Context: an optimization exercise on an open-source flow, tuned for small area. The choices shown serve that exercise and are no tape-out recipe.
Where RTL was checked, it was by simulation tests only, not by an equivalence proof against the original.
For run 5, only the layout was checked, not whether the RTL still works.
Power and IR drop assume default switching activity.

### design/flow/flow/run.sh
#!/bin/bash
# Own layout flow: the standard ORFS flow (standard.sh) with these changes.
#  1. Synthesis (own_synth.tcl) maps the logic with an area-oriented abc script and uses a
#     cell-level netlist for the queue head's per-bit select and for each register-file bit's
#     select; registers are as in the standard
#     synthesis (same names and cells).
#  2. Each port is buffered with the smallest buffer.
#  3. The clock tree uses fewer, larger sink clusters and no dummy loads.
set -euo pipefail
W=$PWD
export BUFFER_PORTS_ARGS="-buffer_cell sky130_fd_sc_hd__buf_1"
export CTS_ARGS="-sink_clustering_enable -repair_clock_nets -dont_use_dummy_load -sink_buffer_max_cap_derate 1.0 -buf_list sky130_fd_sc_hd__clkbuf_8 -sink_clustering_size 18 -sink_clustering_max_diameter 50"
export OWN_ABC_SCRIPT=$W/flow/area.abc
export OWN_CELLS_V="flr_csr_head_bit $W/flow/head_bit_cells.v flr_csr_rf_bit $W/flow/rf_bit_cells.v"
sed -E "s#SYNTH_SCRIPT=[^ ]+#SYNTH_SCRIPT=$W/flow/own_synth.tcl#" standard.sh > own_standard.sh
grep -q "SYNTH_SCRIPT=$W/flow/own_synth.tcl" own_standard.sh
bash own_standard.sh > own_flow.log 2>&1
### design/flow/flow/area.abc
&get -n
&st
&syn2
&dch
&nf -a -R 1000
&put
### design/flow/flow/head_bit_cells.v
// Cell-level implementation of flr_csr_head_bit:
// d = hold&q | sel[0]&rd[0] | ... | sel[7]&rd[7] | !force_n.
module flr_csr_head_bit (hold, q, sel, rd, force_n, d);
  input hold;
  input q;
  input [7:0] sel;
  input [7:0] rd;
  input force_n;
  output d;
  wire n0, n1, n2;
  sky130_fd_sc_hd__a222oi_1 g0 (.A1(hold), .A2(q), .B1(sel[0]), .B2(rd[0]), .C1(sel[1]), .C2(rd[1]), .Y(n0));
  sky130_fd_sc_hd__a222oi_1 g1 (.A1(sel[2]), .A2(rd[2]), .B1(sel[3]), .B2(rd[3]), .C1(sel[4]), .C2(rd[4]), .Y(n1));
  sky130_fd_sc_hd__a222oi_1 g2 (.A1(sel[5]), .A2(rd[5]), .B1(sel[6]), .B2(rd[6]), .C1(sel[7]), .C2(rd[7]), .Y(n2));
  sky130_fd_sc_hd__nand4_1 g3 (.A(n0), .B(n1), .C(n2), .D(force_n), .Y(d));
endmodule
### design/flow/flow/own_synth.tcl
# Synthesis script of this flow: the standard synthesis script (synth_recipe.tcl: ORFS's
# synth.tcl without the fsm and share passes, flattened, function nets renamed), with two changes
# that leave the registers exactly as the standard synthesis makes them:
#  - the liberty-mapping abc call uses OWN_ABC_SCRIPT (an area-oriented script) without -D;
#  - each module named in OWN_CELLS_V is replaced, before synthesis, by the cell-level netlist
#    given for it (the queue head's per-bit select, flr_csr_head_bit, and the register file's
#    per-bit select, flr_csr_rf_bit).
proc abc {args} {
  set i [lsearch -exact $args -script]
  if { $i >= 0 && [info exists ::env(OWN_ABC_SCRIPT)] } {
    lset args [expr {$i + 1}] $::env(OWN_ABC_SCRIPT)
    set j [lsearch -exact $args -D]
    if { $j >= 0 } { set args [lreplace $args $j [expr {$j + 1}]] }
  }
  yosys abc {*}$args
}
set ::own_cells_done 0
proc synth {args} {
  if { !$::own_cells_done && [info exists ::env(OWN_CELLS_V)] } {
    foreach {m f} $::env(OWN_CELLS_V) {
      yosys delete $m
      yosys read_verilog $f
    }
    set ::own_cells_done 1
  }
  yosys synth -nofsm -noshare {*}$args
}
source $::env(SCRIPTS_DIR)/synth.tcl
# left out here: clear keep_hierarchy, flatten, clean up, hide names made inside functions, write 1_2_yosys.v
### design/flow/flow/rf_bit_cells.v
// Cell-level implementation of flr_csr_rf_bit: d = we&wd | keep&q.
module flr_csr_rf_bit (we, wd, keep, q, d);
  input we;
  input wd;
  input keep;
  input q;
  output d;
  sky130_fd_sc_hd__a22o_1 g0 (.A1(we), .A2(wd), .B1(keep), .B2(q), .X(d));
endmodule
### design/flow/standard.sh
#!/bin/bash
# synth_recipe.tcl (not shown) runs the flow's synth.tcl, then flattens the netlist and writes it again
# the make line also repeats each setting of config.mk as NAME=value (left out here)
make -C /OpenROAD-flow-scripts/flow DESIGN_CONFIG=/design/flow/config.mk WORK_HOME=/design/flow/orfs CLKGATE_MAP_FILE= SYNTH_SCRIPT=/design/flow/synth_recipe.tcl "${@:-finish}"
### design/flow/config.mk
export PLATFORM = sky130hd
export DESIGN_NAME = flr_csr_responder
export DESIGN_NICKNAME = flr_csr_responder
export VERILOG_FILES = /design/flow/design.v
export SDC_FILE = /design/flow/constraint.sdc
export NUM_CORES = 4
export LEC_CHECK = 0
export CAP_MARGIN = 0
export CORE_MARGIN = 2
export CORE_UTILIZATION = 60
export PLACE_DENSITY = 0.75
export SLEW_MARGIN = 0
### design/flow/constraint.sdc
create_clock -name core_clock -period 5.0 [get_ports {clk}]
set_input_delay 1.0000 -clock core_clock [delete_from_list [all_inputs] [get_ports {clk}]]
set_output_delay 1.0000 -clock core_clock [all_outputs]
set_load 0.01 [all_outputs]
### design/flow/design.v
package flr_csr_pkg;
    localparam logic [15:0] DFH_OFS     = 16'h0000;
    localparam logic [15:0] SCRATCH_OFS = 16'h0008;
    localparam logic [15:0] TESTPAD_OFS = 16'h0028;
    localparam logic [1:0] FLR_IDLE  = 2'd0;
    localparam logic [1:0] FLR_DRAIN = 2'd1;
    localparam logic [1:0] FLR_CLEAR = 2'd2;
    localparam logic [1:0] FLR_ACK   = 2'd3;
    localparam logic [1:0] CLS_NONE    = 2'd0;
    localparam logic [1:0] CLS_DFH     = 2'd1;
    localparam logic [1:0] CLS_SCRATCH = 2'd2;
    localparam logic [1:0] CLS_TESTPAD = 2'd3;
endpackage
module flr_csr_head_bit
(
    input  logic       hold,
    input  logic       q,
    input  logic [7:0] sel,
    input  logic [7:0] rd,
    input  logic       force_n,
    output logic       d
);
    assign d = (hold & q) | (|(sel & rd)) | !force_n;
endmodule
module flr_csr_rf_bit
(
    input  logic we,
    input  logic wd,
    input  logic keep,
    input  logic q,
    output logic d
);
    assign d = (we & wd) | (keep & q);
endmodule
module flr_csr_responder
#(
    parameter int          NUM_FUNCS = 4,
    parameter logic [63:0] DFH_VALUE = 64'h3000000010000020,
    parameter logic [19:0] WIN_BASE  = 20'h10000,
    parameter int          TAG_W     = 10
) (
    input  logic             clk,
    input  logic             rst_n,
    input  logic             req_valid,
    output logic             req_ready,
    input  logic             req_write,
    input  logic [3:0]       req_func,
    input  logic [19:0]      req_addr,
    input  logic [63:0]      req_wdata,
    input  logic [TAG_W-1:0] req_tag,
    output logic             rsp_valid,
    input  logic             rsp_ready,
    output logic [63:0]      rsp_data,
    output logic [TAG_W-1:0] rsp_tag,
    output logic             rsp_err,
    input  logic             flr_req_valid,
    output logic             flr_req_ready,
    input  logic [3:0]       flr_func,
    output logic             flr_ack
);
    logic [1:0]  state_q, state_d;
    logic [1:0]  flr_func_q;           
    logic        req_ready_q, req_ready_d;
    logic        cnt_ge1_q, cnt_ge1_d;  
    logic        cnt_eq2_q, cnt_eq2_d;
    logic [7:0][63:0] rf_q, rf_d;
    logic [63:0]      hd_data_q, hd_data_d;
    logic [TAG_W-1:0] hd_tag_q;
    logic             hd_err_q;
    logic [TAG_W-1:0] e1_tag_q;
    logic             e1_err_q;
    logic [1:0]       e1_func_q;
    logic [1:0]       e1_cls_q;
    logic        accept_s, pop_s, push_s, req_err_s, cnt_zero_next_s;
    logic [1:0]  req_cls_s;
    logic [1:0]  src_func_s, src_cls_s;
    logic        src_err_s, load_s, hold_s;
    logic [TAG_W-1:0] src_tag_s;
    logic [7:0]  rd_sel_s;
    logic [7:0]  rf_we_s, rf_keep_s;
    logic        dfh_sel_s, err_sel_s, force0_n_s, force1_n_s;
    assign accept_s = req_valid && req_ready_q;
    assign pop_s    = cnt_ge1_q && rsp_ready;
    always_comb begin
        case (req_addr[15:0])
            flr_csr_pkg::DFH_OFS:     req_cls_s = flr_csr_pkg::CLS_DFH;
            flr_csr_pkg::SCRATCH_OFS: req_cls_s = flr_csr_pkg::CLS_SCRATCH;
            flr_csr_pkg::TESTPAD_OFS: req_cls_s = flr_csr_pkg::CLS_TESTPAD;
            default:                  req_cls_s = flr_csr_pkg::CLS_NONE;
        endcase
        req_err_s = (req_addr[19:16] != WIN_BASE[19:16])
                 || (req_addr[2:0] != 3'b000)
                 || (req_func[3:2] != 2'b00)
                 || (((state_q == flr_csr_pkg::FLR_DRAIN) || (state_q == flr_csr_pkg::FLR_CLEAR))
                     && (req_func[1:0] == flr_func_q));
        push_s = accept_s && (!req_write || req_err_s);
    end
    always_comb begin
        cnt_ge1_d       = push_s || cnt_eq2_q || (cnt_ge1_q && !pop_s);
        cnt_eq2_d       = (push_s && cnt_ge1_q && !pop_s) || (cnt_eq2_q && !pop_s);
        cnt_zero_next_s = !cnt_ge1_d;
    end
    always_comb begin
        state_d = state_q;
        case (state_q)
            flr_csr_pkg::FLR_IDLE:
                if (flr_req_valid)
                    state_d = (flr_func[3:2] != 2'b00) ? flr_csr_pkg::FLR_ACK : flr_csr_pkg::FLR_DRAIN;
            flr_csr_pkg::FLR_DRAIN:
                if (cnt_zero_next_s) state_d = flr_csr_pkg::FLR_CLEAR;
            flr_csr_pkg::FLR_CLEAR: state_d = flr_csr_pkg::FLR_ACK;
            default:                state_d = flr_csr_pkg::FLR_IDLE;
        endcase
        req_ready_d = !cnt_eq2_d && (state_d != flr_csr_pkg::FLR_CLEAR);
    end
    always_ff @(posedge clk) begin
        if (!rst_n) begin
            state_q     <= flr_csr_pkg::FLR_IDLE;
            req_ready_q <= 1'b0;
            cnt_ge1_q   <= 1'b0;
            cnt_eq2_q   <= 1'b0;
        end else begin
            state_q     <= state_d;
            req_ready_q <= req_ready_d;
            cnt_ge1_q   <= cnt_ge1_d;
            cnt_eq2_q   <= cnt_eq2_d;
        end
    end
    always_ff @(posedge clk) begin
        if (state_q == flr_csr_pkg::FLR_IDLE) flr_func_q <= flr_func[1:0];
    end
    always_comb begin
        for (int i = 0; i < 8; i++) begin
            rf_we_s[i] = rst_n && accept_s && req_write && !req_err_s && (req_func[1:0] == 2'(i >> 1))
                && (req_cls_s == ((i & 1) ? flr_csr_pkg::CLS_TESTPAD : flr_csr_pkg::CLS_SCRATCH));
            rf_keep_s[i] = !rf_we_s[i] && rst_n
                && !((state_q == flr_csr_pkg::FLR_CLEAR) && (flr_func_q == 2'(i >> 1)));
        end
    end
    for (genvar i = 0; i < 8; i++) begin : g_rf
        for (genvar b = 0; b < 64; b++) begin : g_bit
            flr_csr_rf_bit u_bit (
                .we   (rf_we_s[i]),
                .wd   (req_wdata[b]),
                .keep (rf_keep_s[i]),
                .q    (rf_q[i][b]),
                .d    (rf_d[i][b])
            );
        end
    end
    always_ff @(posedge clk) begin
        rf_q <= rf_d;
    end
    always_comb begin
        src_func_s = cnt_eq2_q ? e1_func_q : req_func[1:0];
        src_cls_s  = cnt_eq2_q ? e1_cls_q  : req_cls_s;
        src_err_s  = cnt_eq2_q ? e1_err_q  : req_err_s;
        src_tag_s  = cnt_eq2_q ? e1_tag_q  : req_tag;
        hold_s     = cnt_ge1_q && !rsp_ready;
        load_s     = !hold_s;
        for (int i = 0; i < 8; i++) begin
            rd_sel_s[i] = load_s && !src_err_s && (src_func_s == 2'(i >> 1))
                       && (src_cls_s == ((i & 1) ? flr_csr_pkg::CLS_TESTPAD : flr_csr_pkg::CLS_SCRATCH));
        end
        dfh_sel_s = load_s && !src_err_s && (src_cls_s == flr_csr_pkg::CLS_DFH);
        err_sel_s = load_s && src_err_s;
        force0_n_s = !err_sel_s;
        force1_n_s = !(err_sel_s || dfh_sel_s);
    end
    for (genvar b = 0; b < 64; b++) begin : g_hd
        logic [7:0] rd_b;
        for (genvar i = 0; i < 8; i++) begin : g_rd
            assign rd_b[i] = rf_q[i][b];
        end
        flr_csr_head_bit u_bit (
            .hold    (hold_s),
            .q       (hd_data_q[b]),
            .sel     (rd_sel_s),
            .rd      (rd_b),
            .force_n (DFH_VALUE[b] ? force1_n_s : force0_n_s),
            .d       (hd_data_d[b])
        );
    end
    always_ff @(posedge clk) begin
        hd_data_q <= hd_data_d;
        if (!hold_s) begin
            hd_tag_q <= src_tag_s;
            hd_err_q <= src_err_s;
        end
        if (!cnt_eq2_q) begin
            e1_tag_q  <= req_tag;
            e1_err_q  <= req_err_s;
            e1_func_q <= req_func[1:0];
            e1_cls_q  <= req_cls_s;
        end
    end
    assign req_ready     = req_ready_q;
    assign rsp_valid     = cnt_ge1_q;
    assign rsp_data      = hd_data_q;
    assign rsp_tag       = hd_tag_q;
    assign rsp_err       = hd_err_q;
    assign flr_req_ready = (state_q == flr_csr_pkg::FLR_IDLE);
    assign flr_ack       = (state_q == flr_csr_pkg::FLR_ACK);
endmodule
==> impl_metrics.env, run 1 <==
export IMPL_outcome="complete, no violations"
export IMPL_drt_vias_per_instance=7.38
export IMPL_pwr_share_clk=0.284
export IMPL_insertion_delay_ns=0.62
export IMPL_tns_ns=0
export IMPL_leakage_uw=0.00775
export IMPL_setup_violations=0
export IMPL_switchingPower_uw=2120
export IMPL_maxCapViolations=0
export IMPL_crit_type="primary input to flop"
export IMPL_area_growth_pct=9.74
export IMPL_grt_max_degree=66
export IMPL_root_buffer="clkbuf_8"
export IMPL_grt_pass1_wl_mm=94.9
export IMPL_drt_total_wl_mm=61.7
export IMPL_htree_num_levels=2
export IMPL_relSlewSlack=0.185
export IMPL_finClkSkew_ns=0.0729
export IMPL_grt_antenna_before_repair=2
export IMPL_hpwl_mm=29.7
export IMPL_crit_required_ns=5.49
export IMPL_dr_pass1_iters=8
export IMPL_grt_pass1_vias=16167
export IMPL_finalHoldViolCount=0
export IMPL_post_dp_cell_area_um2=21600
export IMPL_cts_sinks=609
export IMPL_syn_avg_cell_area_um2=13.0
export IMPL_wl_per_cell_um=27.9
export IMPL_initial_core_util=0.607
export IMPL_drc=0
export IMPL_postCtsHoldBufs=0
export IMPL_clockBufferDepth=3
export IMPL_start_kind="primary input"
export IMPL_cts_buffers=47
export IMPL_path_max_fanout=64
export IMPL_path_clk_slew_ns=0.07
export IMPL_cts_setup_buffers=0
export IMPL_worstHoldPathType="flop to flop"
export IMPL_fp_row_count=67
export IMPL_p_comb_frac=0.096
export IMPL_grt_setup_unrepaired="no"
export IMPL_end_kind="flop"
export IMPL_first_iter_violations=2431
export IMPL_power_density_nw_per_um2=365
export IMPL_finalNetCount=1881
export IMPL_post_route_min_period_ns=3.70
export IMPL_port_buffers=186
export IMPL_grt_total_usage=0.340
export IMPL_yosys_warnings=1
export IMPL_maxSlewViolCount=0
export IMPL_num_vias=16365
export IMPL_internal_power_uw=6010
export IMPL_syn_nets=1672
export IMPL_cts_repair_resize_count=0
export IMPL_io_pins=187
export IMPL_final_util=0.666
export IMPL_netlist_instances=1560
export IMPL_p_seq_frac=0.620
export IMPL_ys_seq_elements=609
export IMPL_worst_pin_slew_ns=1.22
export IMPL_cp_arrival_ns=4.19
export IMPL_final_cell_area_um2=22300
export IMPL_period_share=0.740
export IMPL_syn_area_um2=20300
export IMPL_synth_seq_area_share=0.607
export IMPL_die_h_um=188
export IMPL_synthDistinctLibCells=29
export IMPL_antenna_left=0
export IMPL_coreArea_um2=33400
export IMPL_drive_above_1_share=0.0628
export IMPL_p_sw_frac=0.260
export IMPL_dieArea_um2=35300
export IMPL_tritoncts="done"
export IMPL_die_w_um=188
export IMPL_vdd_drop_max_mv=0.227
export IMPL_overflow=0
export IMPL_place_congestion=0.801
export IMPL_max_freq_mhz=270
sequential cells by signal, summed over array words and instances, names as in the netlist:
signal       cells
cnt_eq2_q        1
state_q          2
rf_q           512
e1_cls_q         2
cnt_ge1_q        1
flr_func_q       2
hd_err_q         1
hd_data_q       64
hd_tag_q        10
req_ready_q      1
e1_tag_q        10
e1_err_q         1
e1_func_q        2
final cells by class:
type	count	area, um2
inverter	11	41.3
sequential	609	12300
fill	2527	11200
antenna	2	5.00
timing repair buffer	224	1050
tap	448	561
multi-input combinational	876	7650
clock buffer	47	647
through the flow:
stage	power (uW)	worst slack [ns]	std cells	hold slack [ns]
5_1_grt	8370	1.01	2215	0.480
3_5_place_dp	5920	0.816	2168	0.453
6_report	8130	1.30	2217	0.464
3_3_place_gp	5900	0.978	2168	0.441
4_1_cts	8130	1.42	2215	0.467
2_1_floorplan	5580	-1.19	1560	0.435
synthesized netlist by cell type:
master      n  share of area
nand2_1    16         0.0030
nor4_1      3        0.00092
and3_1      2        0.00062
o21ai_0     7         0.0017
o31ai_1     1        0.00037
buf_4      64          0.024
xnor2_1     2        0.00086
nand3_1     1        0.00025
or3_1       2        0.00062
and2_0      2        0.00062
a21o_1      1        0.00037
dfxtp_1   596           0.59
nand4_1    65          0.020
nor2_1     28         0.0052
mux2i_1     2        0.00099
edfxtp_1   13          0.019
ha_1        4         0.0025
nand4b_1    2        0.00086
a31oi_1     1        0.00031
a311oi_1    1        0.00043
nor3_1      9         0.0022
a22o_1    512           0.22
o21a_1      1        0.00037
nor4b_1     1        0.00043
a21oi_1     7         0.0017
mux2_1     11         0.0061
nand2b_1    3        0.00092
clkinv_1   11         0.0020
a222oi_1  192          0.095
cells in the final DEF (no fill, tap or decap):
cell	instances
clkbuf_8	47
nand4_1	65
a311oi_1	1
a222oi_1	192
nor4b_1	1
nor4_1	3
and2_0	2
or3_1	2
buf_12	5
and3_1	2
o21a_1	1
a22o_1	512
nor2_1	8
ha_1	4
nand2_2	1
clkinv_1	10
a31oi_1	1
nor3_4	4
a21oi_1	7
nand2b_1	3
nand4b_1	2
inv_2	1
dfxtp_1	596
nor3_1	5
o21ai_0	7
diode_2	2
a21o_1	1
nand3_1	1
buf_4	33
nor2_4	20
buf_1	186
xnor2_1	2
nand2_1	15
mux2i_1	2
o31ai_1	1
mux2_1	11
edfxtp_1	13
power by group through the flow:
stage	clock [uW]	sequential [uW]	combinational [uW]
final	2310	5040	781
after global routing	2490	5050	822
after CTS	2320	5040	763
after detailed placement	0	5150	763
after global placement	0	5150	753
after floorplan	0	5130	442
path summary, 6_finish.rpt:
kind	startpoint	endpoint	slack, ns	cells after the start
max reg2reg	state_q[0]	hd_data_q[15]	1.47	12
min	e1_tag_q[7]	e1_tag_q[7]	0.46	1
max	req_addr[2]	hd_data_q[15]	1.30	13
min reg2reg	e1_tag_q[7]	e1_tag_q[7]	0.46	1
metal layers:
layer / vias to the layer above / wire length, um / GRT usage
met4: 2 / 1840 / 0.124
met1: 8007 / 25100 / 0.483
li1: 7062 / - / -
met2: 1124 / 27300 / 0.512
met5: - / 8 / 0
met3: 170 / 7510 / 0.0711
logic make-up (layout without fill, tap and decap cells):
kind of cell | count (synthesis) | count (layout) | share of synthesized area
fa+ha+maj | 4 | 4 | 0.00247
other cells | 0 | 2 | 0
mux | 13 | 13 | 0.00709
xor+xnor | 2 | 2 | 0.000863
buf+inv | 75 | 282 | 0.0257
compound gates | 723 | 723 | 0.321
simple gates | 134 | 134 | 0.0356
flops | 609 | 609 | 0.607
critical path, stage by stage:
cell	delay, ns
buf_1	0.07
nor3_1	0.27
nand4b_1	0.17
a31oi_1	0.31
clkinv_1	0.14
mux2i_1	0.23
clkinv_1	0.18
nor3_1	0.23
nand2_1	0.19
nor2_4	0.11
buf_4	0.82
a222oi_1	0.29
nand4_1	0.17
==> run 2: changes to the inputs <==
--- a/design/flow/flow/run.sh
+++ b/design/flow/flow/run.sh
@@ -10,6 +10,7 @@
 W=$PWD
 export BUFFER_PORTS_ARGS="-buffer_cell sky130_fd_sc_hd__buf_1"
 export CTS_ARGS="-sink_clustering_enable -repair_clock_nets -dont_use_dummy_load -sink_buffer_max_cap_derate 1.0 -buf_list sky130_fd_sc_hd__clkbuf_8 -sink_clustering_size 18 -sink_clustering_max_diameter 50"
+export RECOVER_POWER=100
 export OWN_ABC_SCRIPT=$W/flow/area.abc
 export OWN_CELLS_V="flr_csr_head_bit $W/flow/head_bit_cells.v flr_csr_rf_bit $W/flow/rf_bit_cells.v"
 sed -E "s#SYNTH_SCRIPT=[^ ]+#SYNTH_SCRIPT=$W/flow/own_synth.tcl#" standard.sh > own_standard.sh
--- a/design/flow/config.mk
+++ b/design/flow/config.mk
@@ -7,6 +7,6 @@
 export LEC_CHECK = 0
 export CAP_MARGIN = 0
 export CORE_MARGIN = 2
-export CORE_UTILIZATION = 60
-export PLACE_DENSITY = 0.75
+export CORE_UTILIZATION = 70
+export PLACE_DENSITY = 0.8
 export SLEW_MARGIN = 0
==> run 2 against run 1 <==
  * Now fails the layout checks on capacitance limit, slew limit
  * Combinational power increased by 1%
  * Fmax decreased by 11%
  * Clock skew decreased by 0.011 ns
  * Largest power group unchanged
==> impl_metrics.env, run 2 <==
export IMPL_grt_total_usage=0.385
export IMPL_syn_avg_cell_area_um2=13.0
export IMPL_top_register="rf_q"
export IMPL_place_congestion=0.805
export IMPL_cts_buffers=44
export IMPL_wl_per_cell_um=28.1
export IMPL_final_util=0.772
export IMPL_end_kind="flop"
export IMPL_coreArea_um2=28600
export IMPL_setup_violations=0
export IMPL_r2r_cells=7
export IMPL_power_density_nw_per_um2=364
export IMPL_holdCritStartpoint="e1_tag_q[9]"
export IMPL_finalNetCount=1877
export IMPL_drt_total_wl_mm=60.3
export IMPL_maxCapViolations=9
export IMPL_most_common_layout_cells="596 x dfxtp_1, 512 x a22o_1, 192 x a222oi_1"
export IMPL_finalHoldViolCount=0
export IMPL_async_flop_share=0
export IMPL_port_buffers=186
export IMPL_fp_row_count=62
export IMPL_post_route_min_period_ns=4.17
export IMPL_grt_setup_unrepaired="no"
export IMPL_path_clk_slew_ns=0.08
export IMPL_area_growth_pct=8.86
export IMPL_grt_antenna_before_repair=2
export IMPL_path_max_fanout=65
export IMPL_cts_setup_buffers=0
export IMPL_cts_repair_resize_count=0
export IMPL_synth_edf_count=13
export IMPL_outcome="complete, but fails checks"
export IMPL_syn_nets=1672
export IMPL_whs_endpoint="e1_tag_q[9]"
export IMPL_initial_core_util=0.709
export IMPL_dr_pass1_iters=13
export IMPL_synthTopCellsByCount="596 x dfxtp_1, 512 x a22o_1, 192 x a222oi_1"
export IMPL_overflow=0
export IMPL_leakage_uw=0.00769
export IMPL_dieArea_um2=30400
export IMPL_antenna_left=0
export IMPL_slowest_stage="clkbuf_2"
export IMPL_ys_seq_elements=609
export IMPL_reg2reg_to="rf_q[52]"
export IMPL_grt_pass1_wl_mm=93.1
export IMPL_maxSlewViolCount=538
export IMPL_crit_chain="buf_1 > nand2b_1 > clkbuf_1 > clkinv_1 > clkbuf_2 > or3_1 > a311oi_1 > a21oi_1"
export IMPL_max_freq_mhz=240
export IMPL_hold_depth=1
export IMPL_clockBufferDepth=3
export IMPL_post_place_cells=2103
export IMPL_critPathMaxStageDelay_ns=1.12
export IMPL_r2r_slack_ns=1.04
export IMPL_tritoncts="done"
export IMPL_grt_pass1_vias=16753
export IMPL_insertion_delay_ns=0.60
export IMPL_die_w_um=174
export IMPL_check_failures="capacitance limit, slew limit"
export IMPL_instances_no_fill=2149
export IMPL_netlist_instances=1560
export IMPL_die_h_um=174
export IMPL_tns_ns=0
export IMPL_period_share=0.833
export IMPL_root_buffer="clkbuf_8"
export IMPL_crit_type="primary input to flop"
export IMPL_largest_reg_flops=512
export IMPL_postCtsHoldBufs=0
export IMPL_htree_num_levels=2
export IMPL_worstHoldPathType="flop to flop"
export IMPL_mostFrequentLayoutCell="dfxtp_1"
export IMPL_syn_area_um2=20300
export IMPL_drive_above_1_share=0.0550
export IMPL_yosysMostFrequentCell="dfxtp_1"
export IMPL_hpwl_mm=29.9
export IMPL_p_sw_frac=0.258
export IMPL_worst_hold_slack_ns=0.466
export IMPL_p_seq_frac=0.625
export IMPL_num_vias=16679
export IMPL_yosys_warnings=1
export IMPL_cp_arrival_ns=4.57
export IMPL_rr_startpoint="state_q[0]"
export IMPL_grt_max_degree=66
export IMPL_synthDistinctLibCells=29
export IMPL_synthFlopType="dfxtp_1"
export IMPL_p_comb_frac=0.098
export IMPL_critPathLaunch="rsp_ready"
export IMPL_pwr_share_clk=0.276
export IMPL_reg_top3="rf_q (512), hd_data_q (64)"
export IMPL_internal_power_uw=5970
export IMPL_synth_seq_area_share=0.607
export IMPL_relSlewSlack=-0.388
export IMPL_io_pins=187
export IMPL_yosys_top_cells_area="dfxtp_1 59%, a22o_1 22%, a222oi_1 9.5%"
export IMPL_switchingPower_uw=2080
export IMPL_worst_pin_slew_ns=2.08
export IMPL_yosysTopAreaCellShare=0.588
export IMPL_finClkSkew_ns=0.0617
export IMPL_drt_vias_per_instance=7.76
export IMPL_yosysTopAreaCell="dfxtp_1"
export IMPL_drc=0
export IMPL_cts_sinks=609
export IMPL_start_kind="primary input"
export IMPL_vdd_drop_max_mv=0.325
export IMPL_first_iter_violations=3172
export IMPL_crit_required_ns=5.40
-- run 2: worst max-delay path by stage --
| stage | to | slack [ns] | depth (start not counted) |
|---|---|---|---|
| floorplan | rf_q[128] | -1.19 | 8 |
| global placement | hd_data_q[16] | 0.86 | 12 |
| detailed placement | hd_data_q[55] | 0.84 | 12 |
| CTS | hd_data_q[52] | 1.42 | 12 |
| global route | req_ready_q | 0.63 | 8 |
| finish | req_ready_q | 0.83 | 8 |
-- run 2: area by class of cell --
cell class	instances	area, um2
Multi-Input combinational cell	876	7570
Clock buffer	44	606
Antenna cell	2	5.00
Timing Repair Buffer	223	1060
Fill cell	1882	6540
Tap cell	384	480
Inverter	11	41.3
Sequential cell	609	12300
-- run 2: power groups by stage --
stage | logic, uW | clock network, uW | registers [uW]
3_5_place_dp | 768 | 0 | 5150
3_3_place_gp | 752 | 0 | 5140
5_1_grt | 830 | 2400 | 5050
6_report | 792 | 2220 | 5040
4_1_cts | 772 | 2230 | 5030
2_1_floorplan | 442 | 0 | 5130
-- run 2: layer usage --
| metal | wire length (um) | global-route usage |
|---|---|---|
| met1 | 23300 | 0.518 |
| met2 | 27700 | 0.614 |
| met3 | 7440 | 0.0766 |
| met4 | 1900 | 0.152 |
| met5 | 0 | 0 |
-- run 2: stage by stage --
stage,worst slack (ns),area (um2),total power [uW]
finish,0.834,22100,8050
global route,0.630,22100,8280
CTS,1.42,22200,8040
detailed placement,0.844,21600,5910
global placement,0.864,21600,5900
floorplan,-1.19,20300,5580
-- run 2: logic make-up after synthesis --
kind of cell	synth area share
compound gates	0.321
flops	0.607
simple gates	0.0356
buf+inv	0.0257
mux	0.00709
fa+ha+maj	0.00247
xor+xnor	0.000863
-- run 2: critical path, delay by kind of cell --
kind / cells / cell delay (ns)
AO/OA/AOI/OAI: 2 / 0.58
AND/OR/NAND/NOR: 2 / 0.93
buffers and inverters: 4 / 2.05
==> run 3: changes to the inputs <==
--- a/design/flow/flow/run.sh
+++ b/design/flow/flow/run.sh
@@ -10,7 +10,6 @@
 W=$PWD
 export BUFFER_PORTS_ARGS="-buffer_cell sky130_fd_sc_hd__buf_1"
 export CTS_ARGS="-sink_clustering_enable -repair_clock_nets -dont_use_dummy_load -sink_buffer_max_cap_derate 1.0 -buf_list sky130_fd_sc_hd__clkbuf_8 -sink_clustering_size 18 -sink_clustering_max_diameter 50"
-export RECOVER_POWER=100
 export OWN_ABC_SCRIPT=$W/flow/area.abc
 export OWN_CELLS_V="flr_csr_head_bit $W/flow/head_bit_cells.v flr_csr_rf_bit $W/flow/rf_bit_cells.v"
 sed -E "s#SYNTH_SCRIPT=[^ ]+#SYNTH_SCRIPT=$W/flow/own_synth.tcl#" standard.sh > own_standard.sh
==> run 3 against run 2 <==
  * Now clean on timing, DRC and antenna
  * Fmax increased by 13%
  * Synthesized cell count unchanged
  * Clock power about the same
  * Flip-flop and latch count unchanged
  * Non-clock buffer count is the same
  * Largest cell class unchanged
==> impl_metrics.env, run 3 <==
export IMPL_relSlewSlack=0.202
export IMPL_synth_seq_area_share=0.607
export IMPL_htree_num_levels=2
export IMPL_first_iter_violations=3015
export IMPL_initial_core_util=0.709
export IMPL_finalNetCount=1877
export IMPL_critPathBufInv=3
export IMPL_maxCapViolations=0
export IMPL_cts_buffers=44
export IMPL_grt_antenna_before_repair=2
export IMPL_crit_type="primary input to flop"
export IMPL_synth_edf_count=13
export IMPL_antenna_left=0
export IMPL_synthDistinctLibCells=29
export IMPL_fill_cells=1863
export IMPL_reg_top3="rf_q (512), hd_data_q (64)"
export IMPL_drt_vias_per_instance=7.78
export IMPL_insertion_delay_ns=0.60
export IMPL_die_w_um=174
export IMPL_netlist_instances=1560
export IMPL_yosysTopAreaCell="dfxtp_1"
export IMPL_p_seq_frac=0.625
export IMPL_synthFlopType="dfxtp_1"
export IMPL_cp_top_family="simple AND/OR/NAND/NOR gates"
export IMPL_maxSlewViolCount=0
export IMPL_place_congestion=0.805
export IMPL_cp_arrival_ns=4.21
export IMPL_area_growth_pct=9.34
export IMPL_grt_max_degree=66
export IMPL_drt_total_wl_mm=60.6
export IMPL_yosys_warnings=1
export IMPL_mostFrequentLayoutCell="dfxtp_1"
export IMPL_start_kind="primary input"
export IMPL_setup_violations=0
export IMPL_pre_cts_slack_ns=0.844
export IMPL_tritoncts="done"
export IMPL_coreArea_um2=28600
export IMPL_pwr_share_clk=0.276
export IMPL_drc=0
export IMPL_critPathMaxStageDelay_ns=0.91
export IMPL_async_flop_share=0
export IMPL_slowest_stage="nor2_4"
export IMPL_clockBufferDepth=3
export IMPL_setup_slack_ns=1.30
export IMPL_end_kind="flop"
export IMPL_internal_power_uw=5970
export IMPL_die_h_um=174
export IMPL_cts_sinks=609
export IMPL_syn_nets=1672
export IMPL_port_buffers=186
export IMPL_switchingPower_uw=2080
export IMPL_overflow=0
export IMPL_grt_setup_unrepaired="no"
export IMPL_postCtsHoldBufs=0
export IMPL_root_buffer="clkbuf_8"
export IMPL_cts_setup_buffers=0
export IMPL_max_freq_mhz=270
export IMPL_worst_pin_slew_ns=1.19
export IMPL_vdd_drop_max_mv=0.329
export IMPL_worstHoldPathType="flop to flop"
export IMPL_grt_pass1_vias=16753
export IMPL_top_register="rf_q"
export IMPL_yosysMostFrequentCell="dfxtp_1"
export IMPL_yosys_top_cells_area="dfxtp_1 59%, a22o_1 22%, a222oi_1 9.5%"
export IMPL_post_route_min_period_ns=3.70
export IMPL_wl_per_cell_um=28.2
export IMPL_syn_area_um2=20300
export IMPL_yosysTopAreaCellShare=0.588
export IMPL_dr_pass1_iters=11
export IMPL_outcome="complete, no violations"
export IMPL_power_density_nw_per_um2=363
export IMPL_p_comb_frac=0.099
export IMPL_path_clk_slew_ns=0.10
export IMPL_crit_chain="buf_1 > nor4_1 > nand4b_1 > a31oi_1 > clkinv_1 > mux2i_1 > and3_1 > nand2_1 > nor2_4 > buf_4 > a222oi_1 > nand4_1"
export IMPL_cts_repair_resize_count=0
export IMPL_finalHoldViolCount=0
export IMPL_largest_reg_flops=512
export IMPL_worst_hold_slack_ns=0.466
export IMPL_grt_total_usage=0.385
export IMPL_finClkSkew_ns=0.0601
export IMPL_final_util=0.775
export IMPL_p_sw_frac=0.259
export IMPL_num_vias=16706
export IMPL_grt_pass1_wl_mm=93.1
export IMPL_crit_required_ns=5.51
export IMPL_hpwl_mm=29.9
export IMPL_path_max_fanout=38
export IMPL_leakage_uw=0.00774
export IMPL_synthTopCellsByCount="596 x dfxtp_1, 512 x a22o_1, 192 x a222oi_1"
export IMPL_ys_seq_elements=609
export IMPL_io_pins=187
export IMPL_fp_row_count=62
export IMPL_dieArea_um2=30400
export IMPL_syn_avg_cell_area_um2=13.0
export IMPL_most_common_layout_cells="596 x dfxtp_1, 512 x a22o_1, 192 x a222oi_1"
export IMPL_drive_above_1_share=0.0607
export IMPL_period_share=0.740
## run 3: kinds of logic after synthesis
kind of cell | synth area share
xor gates and xnor gates | 0.000863
adders and majority gates | 0.00247
buffers and inverters | 0.0257
and+or+nand+nor | 0.0356
DFF | 0.607
muxes | 0.00709
AOI/OAI and AO/OA | 0.321
## run 3: layout make-up
type,instances,area [um2],share of cell area
tap,384,480,0.0217
sequential,609,12300,0.555
multi-input combinational,876,7650,0.345
inverter,11,41.3,0.00186
timing repair buffer,223,1090,0.0491
antenna,1,2.50,0.000113
clock buffer,44,606,0.0273
## run 3: through the flow
step	cells	power (uW)	setup TNS (ns)	area, um2
floorplan	1560	5580	-398.60	20300
global placement	2103	5900	0	21600
detailed placement	2103	5910	0	21600
CTS	2147	8040	0	22200
global route	2147	8280	0	22200
finish	2148	8050	0	22200
## run 3: layer usage
layer,part of all wire,GRT usage,vias to the layer above
met5,0.00026,0,-
met4,0.032,0.152,2
met3,0.13,0.0766,183
met2,0.46,0.614,1315
met1,0.38,0.518,8144
li1,-,-,7062
## run 3: worst reg2reg max path, stage by stage, from the launching register on
cell	delay (ns)
dfxtp_1	0.43
clkinv_1	0.13
ha_1	0.32
a31oi_1	0.30
clkinv_1	0.11
mux2i_1	0.24
and3_1	0.22
nand2_1	0.13
nor2_4	0.91
buf_4	0.49
a222oi_1	0.15
nand4_1	0.15
## run 3: power by group through the flow
stage	clock network, uW	registers (uW)	logic (uW)
2_1_floorplan	0	5130	442
3_3_place_gp	0	5140	752
3_5_place_dp	0	5150	768
4_1_cts	2230	5030	772
5_1_grt	2400	5050	831
6_report	2220	5040	795
## run 3: path summary, 6_finish.rpt
path / to / slack, ns / startpoint / cells after the start
worst max-delay path: hd_data_q[52] / 1.30 / req_addr[19] / 12
worst min-delay path: e1_tag_q[9] / 0.47 / e1_tag_q[9] / 1
worst max register to register: hd_data_q[52] / 1.34 / state_q[0] / 11
worst min register to register: e1_tag_q[9] / 0.47 / e1_tag_q[9] / 1
==> run 4: changes to the inputs <==
--- a/design/flow/flow/run.sh
+++ b/design/flow/flow/run.sh
@@ -10,6 +10,7 @@
 W=$PWD
 export BUFFER_PORTS_ARGS="-buffer_cell sky130_fd_sc_hd__buf_1"
 export CTS_ARGS="-sink_clustering_enable -repair_clock_nets -dont_use_dummy_load -sink_buffer_max_cap_derate 1.0 -buf_list sky130_fd_sc_hd__clkbuf_8 -sink_clustering_size 18 -sink_clustering_max_diameter 50"
+export DONT_USE_CELLS="sky130_fd_sc_hd__buf_8 sky130_fd_sc_hd__buf_12 sky130_fd_sc_hd__buf_16"
 export OWN_ABC_SCRIPT=$W/flow/area.abc
 export OWN_CELLS_V="flr_csr_head_bit $W/flow/head_bit_cells.v flr_csr_rf_bit $W/flow/rf_bit_cells.v"
 sed -E "s#SYNTH_SCRIPT=[^ ]+#SYNTH_SCRIPT=$W/flow/own_synth.tcl#" standard.sh > own_standard.sh
==> run 4 against run 3 <==
  * Utilization unchanged
  * Still clean
  * Count of clock-buffer cells in the layout unchanged
  * Clock skew unchanged
  * Area after synthesis unchanged
  * Sequential power about the same
  * Via count unchanged
  * Sequential share of layout area unchanged
  * Critical path depth unchanged
  * Non-clock buffer count unchanged
  * Clock power about the same
  * Flip-flop and latch count unchanged
==> impl_metrics.env, run 4 <==
export IMPL_outcome="complete, no violations"
export IMPL_postCtsHoldBufs=0
export IMPL_die_h_um=174
export IMPL_cp_top_family="simple AND/OR/NAND/NOR gates"
export IMPL_htree_num_levels=2
export IMPL_synth_seq_area_share=0.607
export IMPL_post_route_min_period_ns=3.70
export IMPL_most_common_layout_cells="596 x dfxtp_1, 512 x a22o_1, 192 x a222oi_1"
export IMPL_cts_sinks=609
export IMPL_netlist_instances=1560
export IMPL_dieArea_um2=30400
export IMPL_grt_total_usage=0.385
export IMPL_drt_vias_per_instance=7.78
export IMPL_yosysMostFrequentCell="dfxtp_1"
export IMPL_crit_type="primary input to flop"
export IMPL_wl_per_cell_um=28.2
export IMPL_syn_area_um2=20300
export IMPL_cts_setup_buffers=0
export IMPL_io_pins=187
export IMPL_grt_max_degree=66
export IMPL_maxSlewViolCount=0
export IMPL_synthTopCellsByCount="596 x dfxtp_1, 512 x a22o_1, 192 x a222oi_1"
export IMPL_power_density_nw_per_um2=363
export IMPL_initial_core_util=0.709
export IMPL_pre_cts_slack_ns=0.844
export IMPL_relSlewSlack=0.202
export IMPL_finClkSkew_ns=0.0601
export IMPL_coreArea_um2=28600
export IMPL_top_register="rf_q"
export IMPL_hpwl_mm=29.9
export IMPL_critPathBufInv=3
export IMPL_drc=0
export IMPL_vdd_drop_max_mv=0.329
export IMPL_largest_reg_flops=512
export IMPL_end_kind="flop"
export IMPL_port_buffers=186
export IMPL_drt_total_wl_mm=60.6
export IMPL_yosysTopAreaCell="dfxtp_1"
export IMPL_cp_arrival_ns=4.21
export IMPL_maxCapViolations=0
export IMPL_syn_nets=1672
export IMPL_synthDistinctLibCells=29
export IMPL_setup_slack_ns=1.30
export IMPL_finalNetCount=1877
export IMPL_leakage_uw=0.00774
export IMPL_cts_buffers=44
export IMPL_yosys_top_cells_area="dfxtp_1 59%, a22o_1 22%, a222oi_1 9.5%"
export IMPL_yosysTopAreaCellShare=0.588
export IMPL_synth_edf_count=13
export IMPL_async_flop_share=0
export IMPL_synthFlopType="dfxtp_1"
export IMPL_tritoncts="done"
export IMPL_antenna_left=0
export IMPL_grt_antenna_before_repair=2
export IMPL_setup_violations=0
export IMPL_first_iter_violations=3015
export IMPL_tns_ns=0
export IMPL_grt_pass1_vias=16753
export IMPL_area_growth_pct=9.34
export IMPL_mostFrequentLayoutCell="dfxtp_1"
export IMPL_insertion_delay_ns=0.60
export IMPL_crit_chain="buf_1 > nor4_1 > nand4b_1 > a31oi_1 > clkinv_1 > mux2i_1 > and3_1 > nand2_1 > nor2_4 > buf_4 > a222oi_1 > nand4_1"
export IMPL_crit_required_ns=5.51
export IMPL_die_w_um=174
export IMPL_root_buffer="clkbuf_8"
export IMPL_fp_row_count=62
export IMPL_slowest_stage="nor2_4"
export IMPL_critPathMaxStageDelay_ns=0.91
export IMPL_clockBufferDepth=3
export IMPL_path_max_fanout=38
export IMPL_worstHoldPathType="flop to flop"
export IMPL_grt_setup_unrepaired="no"
export IMPL_max_freq_mhz=270
export IMPL_drive_above_1_share=0.0607
export IMPL_p_total_uw=8050
export IMPL_worst_pin_slew_ns=1.19
export IMPL_path_clk_slew_ns=0.10
export IMPL_grt_pass1_wl_mm=93.1
export IMPL_ys_seq_elements=609
export IMPL_cts_repair_resize_count=0
export IMPL_dr_pass1_iters=11
export IMPL_start_kind="primary input"
export IMPL_num_vias=16706
export IMPL_overflow=0
export IMPL_syn_avg_cell_area_um2=13.0
export IMPL_place_congestion=0.805
export IMPL_period_share=0.740
export IMPL_reg_top3="rf_q (512), hd_data_q (64)"
export IMPL_yosys_warnings=1
export IMPL_finalHoldViolCount=0
==> run 4: worst reg2reg max path: cells and delay by family, from the launching register on <==
kind	cells	cell delay [ns]
simple gates	4	1.41
fa+ha+maj	1	0.32
buf+inv	3	0.73
compound gates	2	0.45
mux	1	0.24
flops	1	0.43
==> run 4: where the power goes <==
part / switching [uW] / leakage (uW) / internal (uW) / total, uW
clock network: 1430 / 0.000316 / 793 / 2220
registers: 67.7 / 0.00494 / 4970 / 5040
logic: 585 / 0.00248 / 209 / 795
total: 2080 / 0.00774 / 5970 / 8050
==> run 4: layout make-up <==
class	instances	area, um2
multi-input combinational	876	7650
fill	1863	6440
antenna	1	2.50
timing repair buffer	223	1090
tap	384	480
clock buffer	44	606
inverter	11	41.3
sequential	609	12300
==> run 4: per-layer routing <==
metal	track usage	vias up	wire, um
met1	0.518	8144	22900
met5	0	-	16
met2	0.614	1315	27900
met4	0.152	2	1930
li1	-	7062	-
met3	0.0766	183	7770
==> run 4: worst paths after layout <==
check | from | to | slack [ns] | cells past startpoint
max | req_addr[19] | hd_data_q[52] | 1.30 | 12
min reg2reg | e1_tag_q[9] | e1_tag_q[9] | 0.47 | 1
max reg2reg | state_q[0] | hd_data_q[52] | 1.34 | 11
min | e1_tag_q[9] | e1_tag_q[9] | 0.47 | 1
==> run 4: cell families (layout without fill, tap and decap cells) <==
kind of cell	Yosys count	count (layout)	synth area share
compound gates	723	723	0.321
flops	609	609	0.607
simple gates	134	134	0.0356
buf+inv	75	278	0.0257
mux	13	13	0.00709
fa+ha+maj	4	4	0.00247
xor+xnor	2	2	0.000863
other cells	0	1	0
==> run 4: through the flow <==
step	hold WS [ns]	instances	util	area [um2]
after floorplan	0.435	1560	-	20300
after global placement	0.441	2103	0.754	21600
after detailed placement	0.452	2103	0.754	21600
after CTS	0.455	2147	0.775	22200
after global routing	0.484	2147	0.775	22200
final	0.466	2148	0.775	22200
==> run 5: changes to the inputs <==
--- a/design/flow/design.v
+++ b/design/flow/design.v
@@ -11,26 +11,40 @@
     localparam logic [1:0] CLS_SCRATCH = 2'd2;
     localparam logic [1:0] CLS_TESTPAD = 2'd3;
 endpackage
-module flr_csr_head_bit
+module flr_csr_head_grp
 (
-    input  logic       hold,
-    input  logic       q,
-    input  logic [7:0] sel,
-    input  logic [7:0] rd,
-    input  logic       force_n,
-    output logic       d
+    input  logic         hold_n,
+    input  logic         ldv_n,
+    input  logic [7:0]   fc_n,
+    input  logic [15:0]  force_n,
+    input  logic [15:0]  q,
+    input  logic [127:0] rd,       
+    output logic [15:0]  d
 );
-    assign d = (hold & q) | (|(sel & rd)) | !force_n;
+    logic       hold;
+    logic [7:0] sel;
+    assign hold = !hold_n;
+    assign sel  = ~(fc_n | {8{ldv_n}});
+    always_comb begin
+        for (int b = 0; b < 16; b++) begin
+            d[b] = (hold & q[b]) | !force_n[b];
+            for (int i = 0; i < 8; i++) d[b] = d[b] | (sel[i] & rd[16 * i + b]);
+        end
+    end
 endmodule
-module flr_csr_rf_bit
+module flr_csr_rf_grp
 (
-    input  logic we,
-    input  logic wd,
-    input  logic keep,
-    input  logic q,
-    output logic d
+    input  logic        wen,
+    input  logic        cls,
+    input  logic        kpn,
+    input  logic [15:0] wd,
+    input  logic [15:0] q,
+    output logic [15:0] d
 );
-    assign d = (we & wd) | (keep & q);
+    logic we, keep;
+    assign we   = wen & cls;
+    assign keep = !(we | kpn);
+    assign d    = ({16{we}} & wd) | ({16{keep}} & q);
 endmodule
 module flr_csr_responder
 #(
@@ -76,8 +90,11 @@
     logic [1:0]  src_func_s, src_cls_s;
     logic        src_err_s, load_s, hold_s;
     logic [TAG_W-1:0] src_tag_s;
-    logic [7:0]  rd_sel_s;
-    logic [7:0]  rf_we_s, rf_keep_s;
+    logic [7:0]  fc_n_s;
+    logic        ldv_n_s;
+    logic [63:0] force_n_s;
+    logic        cls_scr_s, cls_tp_s;
+    logic [3:0]  wen_f_s, kpn_f_s;
     logic        dfh_sel_s, err_sel_s, force0_n_s, force1_n_s;
     assign accept_s = req_valid && req_ready_q;
     assign pop_s    = cnt_ge1_q && rsp_ready;
@@ -130,21 +147,25 @@
         if (state_q == flr_csr_pkg::FLR_IDLE) flr_func_q <= flr_func[1:0];
     end
     always_comb begin
-        for (int i = 0; i < 8; i++) begin
-            rf_we_s[i] = rst_n && accept_s && req_write && !req_err_s && (req_func[1:0] == 2'(i >> 1))
-                && (req_cls_s == ((i & 1) ? flr_csr_pkg::CLS_TESTPAD : flr_csr_pkg::CLS_SCRATCH));
-            rf_keep_s[i] = !rf_we_s[i] && rst_n
-                && !((state_q == flr_csr_pkg::FLR_CLEAR) && (flr_func_q == 2'(i >> 1)));
+        cls_scr_s = (req_cls_s == flr_csr_pkg::CLS_SCRATCH);
+        cls_tp_s  = (req_cls_s == flr_csr_pkg::CLS_TESTPAD);
+        for (int f = 0; f < 4; f++) begin
+            wen_f_s[f] = rst_n && accept_s && req_write && !req_err_s && (req_func[1:0] == 2'(f));
+            kpn_f_s[f] = !rst_n || ((state_q == flr_csr_pkg::FLR_CLEAR) && (flr_func_q == 2'(f)));
         end
     end
     for (genvar i = 0; i < 8; i++) begin : g_rf
-        for (genvar b = 0; b < 64; b++) begin : g_bit
-            flr_csr_rf_bit u_bit (
-                .we   (rf_we_s[i]),
-                .wd   (req_wdata[b]),
-                .keep (rf_keep_s[i]),
-                .q    (rf_q[i][b]),
-                .d    (rf_d[i][b])
+        localparam int F = i / 2;
+        logic cls_i;
+        assign cls_i = (i % 2 == 1) ? cls_tp_s : cls_scr_s;
+        for (genvar g = 0; g < 4; g++) begin : g_grp
+            flr_csr_rf_grp u_grp (
+                .wen (wen_f_s[F]),
+                .cls (cls_i),
+                .kpn (kpn_f_s[F]),
+                .wd  (req_wdata[16 * g +: 16]),
+                .q   (rf_q[i][16 * g +: 16]),
+                .d   (rf_d[i][16 * g +: 16])
             );
         end
     end
@@ -158,27 +179,32 @@
         src_tag_s  = cnt_eq2_q ? e1_tag_q  : req_tag;
         hold_s     = cnt_ge1_q && !rsp_ready;
         load_s     = !hold_s;
+        ldv_n_s    = !(load_s && !src_err_s);
         for (int i = 0; i < 8; i++) begin
-            rd_sel_s[i] = load_s && !src_err_s && (src_func_s == 2'(i >> 1))
-                       && (src_cls_s == ((i & 1) ? flr_csr_pkg::CLS_TESTPAD : flr_csr_pkg::CLS_SCRATCH));
+            fc_n_s[i] = !((src_func_s == 2'(i >> 1))
+                       && (src_cls_s == ((i & 1) ? flr_csr_pkg::CLS_TESTPAD : flr_csr_pkg::CLS_SCRATCH)));
         end
         dfh_sel_s = load_s && !src_err_s && (src_cls_s == flr_csr_pkg::CLS_DFH);
         err_sel_s = load_s && src_err_s;
         force0_n_s = !err_sel_s;
         force1_n_s = !(err_sel_s || dfh_sel_s);
     end
-    for (genvar b = 0; b < 64; b++) begin : g_hd
-        logic [7:0] rd_b;
+    for (genvar b = 0; b < 64; b++) begin : g_fn
+        assign force_n_s[b] = DFH_VALUE[b] ? force1_n_s : force0_n_s;
+    end
+    for (genvar g = 0; g < 4; g++) begin : g_hd
+        logic [127:0] rd_g;
         for (genvar i = 0; i < 8; i++) begin : g_rd
-            assign rd_b[i] = rf_q[i][b];
-        end
-        flr_csr_head_bit u_bit (
-            .hold    (hold_s),
-            .q       (hd_data_q[b]),
-            .sel     (rd_sel_s),
-            .rd      (rd_b),
-            .force_n (DFH_VALUE[b] ? force1_n_s : force0_n_s),
-            .d       (hd_data_d[b])
+            assign rd_g[16 * i +: 16] = rf_q[i][16 * g +: 16];
+        end
+        flr_csr_head_grp u_grp (
+            .hold_n  (load_s),
+            .ldv_n   (ldv_n_s),
+            .fc_n    (fc_n_s),
+            .force_n (force_n_s[16 * g +: 16]),
+            .q       (hd_data_q[16 * g +: 16]),
+            .rd      (rd_g),
+            .d       (hd_data_d[16 * g +: 16])
         );
     end
     always_ff @(posedge clk) begin
==> design/flow/flow/run.sh (replaced) <==
#!/bin/bash
# Own layout flow: the standard ORFS flow (standard.sh) with these changes.
#  1. Synthesis (own_synth.tcl) maps the logic with an area-oriented abc script and uses
#     cell-level netlists for the 16-bit groups of the queue head's data select and of the
#     register file's selects; registers are as in the standard synthesis (same names and cells).
#  2. Each port is buffered with the smallest buffer.
#  3. The clock tree uses fewer, larger sink clusters and no dummy loads.
set -euo pipefail
W=$PWD
export BUFFER_PORTS_ARGS="-buffer_cell sky130_fd_sc_hd__buf_1"
export CTS_ARGS="-sink_clustering_enable -repair_clock_nets -dont_use_dummy_load -sink_buffer_max_cap_derate 1.0 -buf_list sky130_fd_sc_hd__clkbuf_8 -sink_clustering_size 18 -sink_clustering_max_diameter 50"
export OWN_ABC_SCRIPT=$W/flow/area.abc
export OWN_CELLS_V="flr_csr_head_grp $W/flow/head_grp_cells.v flr_csr_rf_grp $W/flow/rf_grp_cells.v"
sed -E "s#SYNTH_SCRIPT=[^ ]+#SYNTH_SCRIPT=$W/flow/own_synth.tcl#" standard.sh > own_standard.sh
grep -q "SYNTH_SCRIPT=$W/flow/own_synth.tcl" own_standard.sh
bash own_standard.sh > own_flow.log 2>&1
==> design/flow/flow/head_grp_cells.v (new file) <==
// Cell-level implementation of flr_csr_head_grp (16 bits of the queue head's next data):
// hold = !hold_n, sel[i] = !(ldv_n | fc_n[i]),
// d[b] = hold&q[b] | sel[0]&rd[b] | ... | sel[7]&rd[112+b] | !force_n[b].
module flr_csr_head_grp (hold_n, ldv_n, fc_n, force_n, q, rd, d);
  input hold_n;
  input ldv_n;
  input [7:0] fc_n;
  input [15:0] force_n;
  input [15:0] q;
  input [127:0] rd;
  output [15:0] d;
  wire hold;
  wire [7:0] sel;
  sky130_fd_sc_hd__inv_1 gh (.A(hold_n), .Y(hold));
  genvar i, b;
  generate
    for (i = 0; i < 8; i = i + 1) begin : g_sel
      sky130_fd_sc_hd__nor2_1 gs (.A(ldv_n), .B(fc_n[i]), .Y(sel[i]));
    end
    for (b = 0; b < 16; b = b + 1) begin : g_bit
      wire n0, n1, n2;
      sky130_fd_sc_hd__a222oi_1 g0 (.A1(hold), .A2(q[b]), .B1(sel[0]), .B2(rd[b]), .C1(sel[1]), .C2(rd[16+b]), .Y(n0));
      sky130_fd_sc_hd__a222oi_1 g1 (.A1(sel[2]), .A2(rd[32+b]), .B1(sel[3]), .B2(rd[48+b]), .C1(sel[4]), .C2(rd[64+b]), .Y(n1));
      sky130_fd_sc_hd__a222oi_1 g2 (.A1(sel[5]), .A2(rd[80+b]), .B1(sel[6]), .B2(rd[96+b]), .C1(sel[7]), .C2(rd[112+b]), .Y(n2));
      sky130_fd_sc_hd__nand4_1 g3 (.A(n0), .B(n1), .C(n2), .D(force_n[b]), .Y(d[b]));
    end
  endgenerate
endmodule
--- a/design/flow/flow/own_synth.tcl
+++ b/design/flow/flow/own_synth.tcl
@@ -3,8 +3,8 @@
 # that leave the registers exactly as the standard synthesis makes them:
 #  - the liberty-mapping abc call uses OWN_ABC_SCRIPT (an area-oriented script) without -D;
 #  - each module named in OWN_CELLS_V is replaced, before synthesis, by the cell-level netlist
-#    given for it (the queue head's per-bit select, flr_csr_head_bit, and the register file's
-#    per-bit select, flr_csr_rf_bit).
+#    given for it (flr_csr_head_grp and flr_csr_rf_grp, the 16-bit groups of the queue head's
+#    data select and of the register file's selects).
 proc abc {args} {
   set i [lsearch -exact $args -script]
   if { $i >= 0 && [info exists ::env(OWN_ABC_SCRIPT)] } {
==> design/flow/flow/rf_grp_cells.v (new file) <==
// Cell-level implementation of flr_csr_rf_grp (16 bits of one register's next value):
// we = wen & cls, keep = !(we | kpn), d[b] = we&wd[b] | keep&q[b].
module flr_csr_rf_grp (wen, cls, kpn, wd, q, d);
  input wen;
  input cls;
  input kpn;
  input [15:0] wd;
  input [15:0] q;
  output [15:0] d;
  wire we, keep;
  sky130_fd_sc_hd__and2_1 ga (.A(wen), .B(cls), .X(we));
  sky130_fd_sc_hd__nor2_1 gk (.A(we), .B(kpn), .Y(keep));
  genvar b;
  generate
    for (b = 0; b < 16; b = b + 1) begin : g_bit
      sky130_fd_sc_hd__a22o_1 gm (.A1(we), .A2(wd[b]), .B1(keep), .B2(q[b]), .X(d[b]));
    end
  endgenerate
endmodule
removed: design/flow/flow/head_bit_cells.v
removed: design/flow/flow/rf_bit_cells.v
==> run 5 against run 4 <==
  * Clock skew shrank 0.0091 ns
  * Sequential share of layout area shrank 1.2 points
  * Synthesized cell count grew 1.1%
  * Hold slack gained 0.0014 ns
  * Critical path depth shrank 2
  * Worst setup slack gained 0.13 ns
  * Cell count grew 6.4%
  * Non-clock buffer count grew 56
  * Die area shrank 0.55%
  * Critical path type unchanged
  * Highest routed layer is now met4
==> impl_metrics.env, run 5 <==
export IMPL_worst_pin_slew_ns=1.40
export IMPL_synth_edf_count=13
export IMPL_dieArea_um2=30200
export IMPL_most_common_layout_cells="596 x dfxtp_1, 512 x a22o_1, 192 x a222oi_1"
export IMPL_drive_above_1_share=0.0732
export IMPL_yosys_top_cells_area="dfxtp_1 59%, a22o_1 22%, a222oi_1 9.5%"
export IMPL_setup_violations=0
export IMPL_area_growth_pct=12.4
export IMPL_p_seq_frac=0.622
export IMPL_r2r_slack_ns=1.69
export IMPL_initial_core_util=0.707
export IMPL_whs_endpoint="e1_tag_q[8]"
export IMPL_root_buffer="clkbuf_8"
export IMPL_yosysTopAreaCellShare=0.591
export IMPL_grt_setup_unrepaired="no"
export IMPL_cts_buffers=44
export IMPL_antenna_left=0
export IMPL_first_iter_violations=2547
export IMPL_postCtsHoldBufs=0
export IMPL_ys_seq_elements=609
export IMPL_grt_max_degree=30
export IMPL_slowest_stage="and2_1"
export IMPL_die_h_um=174
export IMPL_top_usage_layer="met2"
export IMPL_grt_pass1_wl_mm=93.7
export IMPL_largest_reg_flops=512
export IMPL_post_route_min_period_ns=3.56
export IMPL_synthTopCellsByCount="596 x dfxtp_1, 512 x a22o_1, 192 x a222oi_1"
export IMPL_worstHoldPathType="flop to flop"
export IMPL_hold_depth=1
export IMPL_async_flop_share=0
export IMPL_p_comb_frac=0.106
export IMPL_place_congestion=0.862
export IMPL_crit_type="primary input to flop"
export IMPL_dr_pass1_iters=9
export IMPL_top_register="rf_q"
export IMPL_critPathMaxStageDelay_ns=0.68
export IMPL_maxCapViolations=0
export IMPL_synthFlopType="dfxtp_1"
export IMPL_path_max_fanout=17
export IMPL_grt_pass1_vias=16999
export IMPL_mostFrequentLayoutCell="dfxtp_1"
export IMPL_insertion_delay_ns=0.61
export IMPL_grtUsageMet2=0.590
export IMPL_coreArea_um2=28500
export IMPL_reg_top3="rf_q (512), hd_data_q (64)"
export IMPL_synth_xor_area_share=0.00130
export IMPL_leakage_uw=0.00817
export IMPL_crit_required_ns=5.49
export IMPL_crit_top_cell="nor2_1"
export IMPL_cts_repair_resize_count=0
export IMPL_htree_num_levels=2
export IMPL_die_w_um=174
export IMPL_reg2reg_to="rf_q[486]"
export IMPL_finClkSkew_ns=0.0510
export IMPL_yosys_mux_area_fraction=0.00657
export IMPL_vdd_drop_max_mv=0.250
export IMPL_cts_setup_buffers=0
export IMPL_synth_adder_area_share=0.00248
export IMPL_maxSlewViolCount=0
export IMPL_power_density_nw_per_um2=361
export IMPL_port_buffers=186
export IMPL_synth_seq_area_share=0.611
export IMPL_fp_row_count=62
export IMPL_synth_simple_area_share=0.0543
export IMPL_hpwl_mm=36.0
export IMPL_synthDistinctLibCells=28
export IMPL_io_pins=187
export IMPL_relSlewSlack=0.0553
export IMPL_tritoncts="done"
export IMPL_tns_ns=0
export IMPL_holdCritStartpoint="e1_tag_q[8]"
export IMPL_end_kind="flop"
export IMPL_rr_startpoint="state_q[1]"
export IMPL_finalHoldViolCount=0
export IMPL_switchingPower_uw=2150
export IMPL_finalNetCount=2014
export IMPL_synth_compound_area_frac=0.322
export IMPL_yosys_warnings=2
export IMPL_period_share=0.713
export IMPL_grt_total_usage=0.384
export IMPL_drt_total_wl_mm=59.8
export IMPL_drt_vias_per_instance=7.58
export IMPL_netlist_instances=1577
export IMPL_grt_use_met3=0.0774
export IMPL_start_kind="primary input"
export IMPL_syn_nets=1689
export IMPL_pwr_share_clk=0.272
export IMPL_clockBufferDepth=3
export IMPL_synth_top_family_by_area="compound AO/OA/AOI/OAI gates"
export IMPL_drc=0
export IMPL_cp_arrival_ns=4.06
export IMPL_overflow=0
export IMPL_yosysMostFrequentCell="dfxtp_1"
export IMPL_yosysTopAreaCell="dfxtp_1"
export IMPL_grt_antenna_before_repair=1
export IMPL_syn_area_um2=20200
export IMPL_p_sw_frac=0.262
export IMPL_internal_power_uw=6040
export IMPL_grt_util_met1=0.521
export IMPL_crit_chain="buf_1 > nor3_1 > nand4b_1 > a31oi_1 > nand2_1 > nor2_1 > and3_1 > and2_1 > nor2_1 > a22o_1"
export IMPL_path_clk_slew_ns=0.09
export IMPL_outcome="complete, no violations"
export IMPL_cts_sinks=609
export IMPL_final_cell_area_um2=22700
export IMPL_num_vias=17333
export IMPL_r2r_cells=9
export IMPL_post_dp_cell_area_um2=22000
export IMPL_wl_per_cell_um=26.2
export IMPL_max_freq_mhz=281
export IMPL_syn_avg_cell_area_um2=12.8
==> run 5: cell count changes after synthesis, sizes merged, moves of 2 or more <==
cell / delta
or2: +2
clkinv: -3
buf: -64
or3: -2
a21oi: -3
and3: +2
o21ai: +5
nand3: +2
nor3: -6
nor2: +48
and2: +31
inv: +4
nand2: +4
nor4: +2
==> run 5: area by class of cell <==
type	count	area (um2)
diodes	2	5.00
clock buffers	44	606
fillers	1906	5870
inverters	12	45.0
multi-input cells	956	7820
flip-flops and latches	609	12300
well taps	384	480
repair buffers	279	1400
==> run 5: worst max path at each step <==
stage	from	end	depth (start not counted)
2_1_floorplan	req_func[0]	hd_data_q[0]	7
3_5_place_dp	req_addr[2]	rf_q[486]	10
5_1_grt	req_addr[2]	rf_q[261]	8
3_3_place_gp	req_addr[8]	rf_q[491]	10
4_1_cts	req_addr[2]	rf_q[486]	10
6_report	req_addr[2]	rf_q[486]	10
==> run 5: through the flow <==
step	utilization	total power (uW)	instances	hold slack [ns]	setup slack [ns]
after floorplan	-	5600	1577	0.435	1.45
after global placement	0.772	6020	2239	0.442	1.01
after detailed placement	0.772	6040	2239	0.453	0.925
after CTS	0.794	8160	2283	0.473	1.52
after global routing	0.794	8420	2284	0.490	1.24
final	0.794	8180	2286	0.467	1.44
==> run 5: power by group through the flow <==
stage	registers (uW)	logic [uW]	clock network, uW
6_report	5090	866	2230
5_1_grt	5110	917	2390
4_1_cts	5090	842	2230
3_5_place_dp	5200	838	0
3_3_place_gp	5200	824	0
2_1_floorplan	5230	367	0
==> run 5: metal layers <==
| layer | vias to the layer above | routed length, um |
|---|---|---|
| met5 | - | 0 |
| met4 | 0 | 2370 |
| met3 | 189 | 6840 |
| met2 | 1239 | 27300 |
| met1 | 8506 | 23300 |
| li1 | 7399 | - |
==> run 5: logic make-up after synthesis <==
family	after synthesis
compound gates	723
xor+xnor	3
fa+ha+maj	4
buf+inv	12
simple gates	214
flops	609
mux	12
==> run 5: worst max-delay path, delay by kind of cell <==
kind / cells / cell delay [ns]
AND/OR/NAND/NOR: 7 / 2.41
AO/OA/AOI/OAI: 2 / 0.58
buffers and inverters: 1 / 0.07

-- static timing again, ports no longer ideal --
Ports are ideal in the flow. The routed layouts listed here were re-timed in OpenROAD.
Step 1 assumes that a clkbuf_16 drives the clock port and a buf_2 every other input.
Step 2, shift: input delay + t, output delay - t, t = (earliest + latest rising clock arrival at the registers) / 2. This alone moves slack from input paths to output paths.
a / b / c = ideal / step 1 / step 2; a / b = the first two.
| run | shift t [ns] | setup slack, ns | worst setup path at the end | worst data-port slew with drivers (ns) |
|---|---|---|---|---|
| run 1 | 0.635 | 1.301 / 1.332 / 0.697 | input to register | 0.11 |
| run 2 | 0.619 | 0.834 / 0.861 / 0.242 | input to register | 0.09 |
| run 3 | 0.620 | 1.302 / 1.326 / 0.706 | input to register | 0.08 |
| run 4 | 0.620 | 1.302 / 1.326 / 0.706 | input to register | 0.08 |
| run 5 | 0.631 | 1.436 / 1.443 / 0.812 | input to register | 0.10 |
The setup slack of run 5, which loses most, moves by +0.007 ns with the drivers and by -0.624 ns with both steps.
